Background: an optimization exercise with open tools, aiming at small area, a short achievable clock period and few clock cycles per item. Do not read the settings as production practice. Only simulation tests tie the RTL to the original design; equivalence was not proved.

== 03-05 ==
==> flow/design.v (excerpt) <==
module mul_pipe_unit #(
    parameter int XLEN   = 32,
    parameter int STAGES = 3,
    parameter int TAG_W  = 5
) (
    input  logic              CLK_0,
    input  logic              RST_0,
    input  logic              in_valid,
    output logic              in_ready,
    input  logic [1:0]        in_op,
    input  logic [XLEN-1:0]   in_a,
    input  logic [XLEN-1:0]   in_b,
    input  logic [TAG_W-1:0]  in_tag,
    output logic              out_valid,
    input  logic              out_ready,
    output logic [XLEN-1:0]   out_result,
    output logic [TAG_W-1:0]  out_tag
);
export LEC_CHECK = 0
export ABC_CLOCK_PERIOD_IN_PS = 2500
export CAP_MARGIN = 20
export CORE_MARGIN = 2
export CORE_UTILIZATION = 40
export SETUP_SLACK_MARGIN = 5
export SLEW_MARGIN = 20
export SYNTH_HIERARCHICAL = 1
create_clock -name core_clock -period 10.0 [get_ports {CLK_0}]
run.sh (not shown) runs the stock make flow with config.mk's settings and CLKGATE_MAP_FILE= SYNTH_SCRIPT=/design/flow/synth_recipe.tcl, a recipe that flattens the netlist after the stock synthesis.
03-05 finished every stage and its layout cleared the timing, design-rule and antenna checks.
Testbench counts of 03-05, summed over its fixed seeds: cycles 3,216, items 3,200.
## Diff of input files: 12-10 against 03-05
-- flow/config.mk --
<<< 03-05, line 7
export LEC_CHECK = 0
export ABC_CLOCK_PERIOD_IN_PS = 2500
export CAP_MARGIN = 20
>>> 12-10, line 7
export LEC_CHECK = 0
export ABC_AREA = 1
export CAP_MARGIN = 20
--- outcome ---
sky130_fd_sc_hd__xnor2_1 as the most common cell after layout, fill and taps aside was reported by 03-05, and sky130_fd_sc_hd__xor2_1 by 12-10. The higher first-pass GRT wire length came out of 12-10. Average wire per cell in the routed design for 12-10: 13% down relative to 03-05. Taking 03-05 as the reference, in 12-10 area inside the core boundary picked up an extra about 2.2%, critical path depth up 3, wire length has increased, end-of-flow core utilization ~0 delta. Taking 03-05 as the reference, in 12-10 post-route met1 wirelength increased by 6.3% relative to the old numbers, number of logic inverters in the finished layout increased by 255 relative to the old numbers, post-synthesis cell count increased by 21% relative to the old numbers, die area increased by 2.3% relative to the old numbers.

---

Setup of run 1:
Another version of the RTL of mul_pipe_unit (not shown whole).
Size in the first run: roughly 3300 cells after synthesis, ~180 flip-flops, ~30000 µm² of cells after synthesis.
export LEC_CHECK = 0
export ABC_AREA = 1
export CAP_MARGIN = 20
export CORE_MARGIN = 2
export CORE_UTILIZATION = 40
export SLEW_MARGIN = 20
export SYNTH_HIERARCHICAL = 1
create_clock -name core_clock -period 10.0 [get_ports {CLK_0}]
standard.sh (not shown) runs the stock make flow with config.mk's settings and CLKGATE_MAP_FILE= SYNTH_SCRIPT=/design/flow/synth_recipe.tcl, a recipe that flattens the netlist after the stock synthesis.
==> flow/flow/run.sh <==
#!/bin/bash
# Own layout flow: the standard ORFS flow with the standard synthesis unchanged;
# the port buffers are plain sky130_fd_sc_hd__buf_4 cells and timing repair aims at the margin below.
# make's full output goes to flow_make.log here; ORFS's per-step logs are under orfs/logs/.
set -euo pipefail
bash standard.sh "BUFFER_PORTS_ARGS=-buffer_cell sky130_fd_sc_hd__buf_4" SETUP_SLACK_MARGIN=5.5 finish > flow_make.log 2>&1
Testbench counts of run 1, summed over its fixed seeds: cycles 3,216, items 3,200.
--- input diff run 1..run 2 ---
==> flow/flow/run.sh <==
#!/bin/bash
# Own layout flow: the standard ORFS flow with the standard synthesis unchanged;
# the port buffers are plain sky130_fd_sc_hd__buf_2 cells and timing repair aims at the margin below.
# make's full output goes to flow_make.log here; ORFS's per-step logs are under orfs/logs/.
set -euo pipefail
bash standard.sh "BUFFER_PORTS_ARGS=-buffer_cell sky130_fd_sc_hd__buf_2" SETUP_SLACK_MARGIN=5.3 finish > flow_make.log 2>&1
## What came out
met1 routing resource usage after global routing was lower in run 2 than in run 1. Run 2 vs. run 1: final RePlAce weighted congestion moved down; share of the clock period used by the worst path climbed 0.31 points.
[inputs] run 3 vs run 2
==> flow/flow/run.sh <==
#!/bin/bash
# Own layout flow: the standard ORFS flow with the standard synthesis unchanged;
# the port buffers are plain sky130_fd_sc_hd__buf_1 cells and timing repair aims at the margin below.
# make's full output goes to flow_make.log here; ORFS's per-step logs are under orfs/logs/.
set -euo pipefail
bash standard.sh "BUFFER_PORTS_ARGS=-buffer_cell sky130_fd_sc_hd__buf_1" SETUP_SLACK_MARGIN=5.4 finish > flow_make.log 2>&1
- Diff run 2 -> run 3: global routing usage on met2 grew by 0.36 points, wire length of the first global-routing pass now larger, global-route usage picked up an extra 0.88 points.
- In the reports for run 2 and run 3, the smaller layout net count belongs to run 2.
- Run 3: area of all placed cells without fillers is 950 µm² higher than what run 2 reported.
- Changes observed in run 3 relative to run 2: worst hold slack held steady; worst relative slew slack grew by 1.1 points.

==> separate check: timing with driven ports <==
Ports are ideal in the flow. The routed layouts listed here were re-timed in OpenROAD.
Step 1 (the two cells are an assumption about what drives the block):
set clk [get_ports {CLK_0}]
set_driving_cell -lib_cell sky130_fd_sc_hd__clkbuf_16 $clk
set_driving_cell -lib_cell sky130_fd_sc_hd__buf_2 [delete_from_list [all_inputs] $clk]
Step 2, shift: input delay + t, output delay - t, t = (earliest + latest rising clock arrival at the registers) / 2. This alone moves slack from input paths to output paths.
a / b / c = ideal / step 1 / step 2; a / b = the first two.
run	t, ns	setup WS [ns]	hold WS [ns]	worst setup path after step 2	worst register clock-pin slew, ns
03-05	0.547	4.602 / 4.538 / 5.085	0.424 / 0.424 / 0.424	register to output	0.08 / 0.08
12-10	0.572	5.068 / 5.068 / 5.068	0.425 / 0.425 / 0.425	register to register	0.08 / 0.08
run 1	0.569	5.419 / 5.419 / 5.419	0.423 / 0.423 / 0.423	register to register	0.10 / 0.10
run 2	0.570	5.388 / 5.372 / 5.372	0.424 / 0.424 / 0.424	input to output	0.09 / 0.09
run 3	0.559	5.402 / 5.402 / 5.215	0.426 / 0.426 / 0.426	input to register	0.09 / 0.09
After both steps every run listed still meets setup and hold. The setup slack of run 3, which loses most, moves by 0.000 ns with the drivers and by -0.187 ns with both steps.
